Background: an optimization exercise with open tools, aiming at small area, a short achievable clock period and few clock cycles per item. Do not read the settings as production practice.
The RTL was checked by simulation tests, not by an equivalence proof against the original design.

Setup of exp/pepper:
// gregorian_date_difference
module gregorian_date_difference (
  input  logic        clk_i,
  input  logic        rst_ni,
  input  logic        in_valid_i,
  output logic        in_ready_o,
  input  logic [4:0]  start_day_i,
  input  logic [3:0]  start_month_i,
  input  logic [13:0] start_year_i,
  input  logic [4:0]  end_day_i,
  input  logic [3:0]  end_month_i,
  input  logic [13:0] end_year_i,
  output logic        out_valid_o,
  input  logic        out_ready_i,
  output logic [21:0] day_count_o,
  output logic        end_before_start_o
);
Size in the first run: ~78 flip-flops, ~75 I/O pins.
==> flow/config.mk <==
export PLATFORM = sky130hd
export DESIGN_NAME = gregorian_date_difference
export DESIGN_NICKNAME = gregorian_date_difference
export VERILOG_FILES = /design/flow/design.v
export SDC_FILE = /design/flow/constraint.sdc
export NUM_CORES = 4
export LEC_CHECK = 0
export CAP_MARGIN = 20
export CORE_MARGIN = 2
export CORE_UTILIZATION = 60
export SETUP_SLACK_MARGIN = 2.75
export SLEW_MARGIN = 20
==> flow/constraint.sdc <==
create_clock -name core_clock -period 7.0 [get_ports {clk_i}]
set_input_delay 1.4000 -clock core_clock [delete_from_list [all_inputs] [get_ports {clk_i}]]
set_output_delay 1.4000 -clock core_clock [all_outputs]
set_load 0.01 [all_outputs]
run.sh (not shown) runs the stock make flow with config.mk's settings and CLKGATE_MAP_FILE= SYNTH_SCRIPT=/design/flow/synth_recipe.tcl, a recipe that flattens the netlist after the stock synthesis.
Testbench counts of exp/pepper, summed over its fixed seeds: cycles 4,816, items 4,800.
Modified inputs, exp/nickel compared to exp/pepper
- SETUP_SLACK_MARGIN changed from 2.75 to 2.5
### Flow results
- exp/nickel vs exp/pepper: biggest cell delay along the critical path down
- Taking exp/pepper as the reference, in exp/nickel net total in the final layout saw a decrease, post-route cell area went down about 4.7%, fraction of standard cell area that is sequential picked up an extra 0.87 points.
Inputs modified between exp/nickel and exp/quartz:
- SETUP_SLACK_MARGIN now 2.25, was 2.5
- The global-route usage reported for exp/quartz is smaller than that of exp/nickel by 0.60 points.
- Synthesis-to-layout area growth in exp/quartz vs exp/nickel: down 1.6 points
- In the tables for exp/quartz and exp/nickel, sequential share of layout area reads lower with exp/nickel.
- exp/quartz vs exp/nickel: final area down
- exp/quartz vs. exp/nickel: detailed-route wire length down 420 µm, post-route clock period utilization up 3.9 points, sum of routed wire segments on met1 down 160 µm.
- Going from exp/nickel to exp/quartz, the largest driver fanout on the critical path was found to have gone up by 1.
- When the final numbers for exp/quartz and exp/nickel were put side by side, the maximum clock frequency turned out to be smaller in exp/quartz.

gregorian_date_difference again, from the RTL that the note above started with.
clock: 7.0 ns
lec_check: 0
cap_margin: 20
core_margin: 2
core_utilization: 40
setup_slack_margin: 3
slew_margin: 20
Testbench counts at the start, summed over its fixed seeds: cycles 4,816, items 4,800.
Edit:
Settings changed: SETUP_SLACK_MARGIN 3 to 2.5.
After rerunning:
- The new run ran to the end with no violations
- setup slack loses 0.11 ns
- register-to-register slack loses 0.10 ns
- clock-buffer cell count goes down by 1
- sequential share of layout area goes up by 1.4 points
- die area stays the same
- via count goes down by a few percent

## trial 61
gregorian_date_difference, a different RTL version from the one above (not shown whole).
For scale: ~75 I/O pins, roughly 10000 um^2 of cells after synthesis.
## gregorian_date_difference
module gregorian_date_difference (
  input  logic        clk_i,
  input  logic        rst_ni,
  input  logic        in_valid_i,
  output logic        in_ready_o,
  input  logic [4:0]  start_day_i,
  input  logic [3:0]  start_month_i,
  input  logic [13:0] start_year_i,
  input  logic [4:0]  end_day_i,
  input  logic [3:0]  end_month_i,
  input  logic [13:0] end_year_i,
  output logic        out_valid_o,
  input  logic        out_ready_i,
  output logic [21:0] day_count_o,
  output logic        end_before_start_o
);
export LEC_CHECK = 0
export CAP_MARGIN = 20
export CORE_MARGIN = 2
export CORE_UTILIZATION = 60
export SETUP_SLACK_MARGIN = 2.75
export SLEW_MARGIN = 20
create_clock -name core_clock -period 7.0 [get_ports {clk_i}]
Testbench counts of trial 61, summed over its fixed seeds: cycles 4,816, items 4,800.
## Diff of input files: build 50 against trial 61
# trial 61
export LEC_CHECK = 0
export CAP_MARGIN = 20
export CORE_MARGIN = 2
export CORE_UTILIZATION = 60
export SETUP_SLACK_MARGIN = 2.75
export SLEW_MARGIN = 20
create_clock -name core_clock -period 7.0 [get_ports {clk_i}]
# build 50
export LEC_CHECK = 0
export CAP_MARGIN = 20
export CORE_MARGIN = 2
export CORE_UTILIZATION = 60
export SETUP_SLACK_MARGIN = 2.5
export SLEW_MARGIN = 20
create_clock -name core_clock -period 7.0 [get_ports {clk_i}]
==> notes.md <==
Comparing build 50 and trial 61, final hold slack is higher on trial 61. Trial 61 reports its timing startpoint of the critical path as u_dp.u_q[1] while build 50 reports u_dp.u_q[2]. Summary — detailed route wirelength on metal3, build 50 relative to trial 61: higher, by 230 um.

[port drivers added, routing unchanged]
How much do the figures lean on ideal ports? The routed layouts below were timed once more, with nothing changed but the port constraints.
Step 1 sets driving cells, clkbuf_16 on the clock port and buf_2 on the other inputs (assumed; they add their load-dependent delay and slew).
Step 2 moves the port delays by t, midway between the first and last clock arrival at a register: inputs arrive t later, outputs are due t later. That takes back most of the time a late clock gives input paths.
Slacks: ideal ports / drivers / drivers and shift; pairs: ideal ports / drivers.
| run | shift t [ns] | setup slack, ns | latest minus earliest clock arrival (ns) |
|---|---|---|---|
| exp/pepper | 0.373 | 2.609 / 2.609 / 2.402 | 0.012 / 0.012 |
| exp/nickel | 0.365 | 2.635 / 2.645 / 2.283 | 0.010 / 0.010 |
| exp/quartz | 0.373 | 2.361 / 2.377 / 2.004 | 0.010 / 0.010 |
| the first run of note 2 | 0.365 | 2.751 / 2.728 / 2.363 | 0.009 / 0.010 |
| the second run of note 2 | 0.371 | 2.642 / 2.664 / 2.293 | 0.010 / 0.010 |
| trial 61 | 0.372 | 2.551 / 2.551 / 2.372 | 0.007 / 0.006 |
| build 50 | 0.375 | 2.562 / 2.562 / 2.230 | 0.008 / 0.008 |
After both steps setup and hold are still met in every run listed. The setup slack of the first run of note 2, which loses most, moves by -0.023 ns with the drivers and by -0.388 ns with both steps.
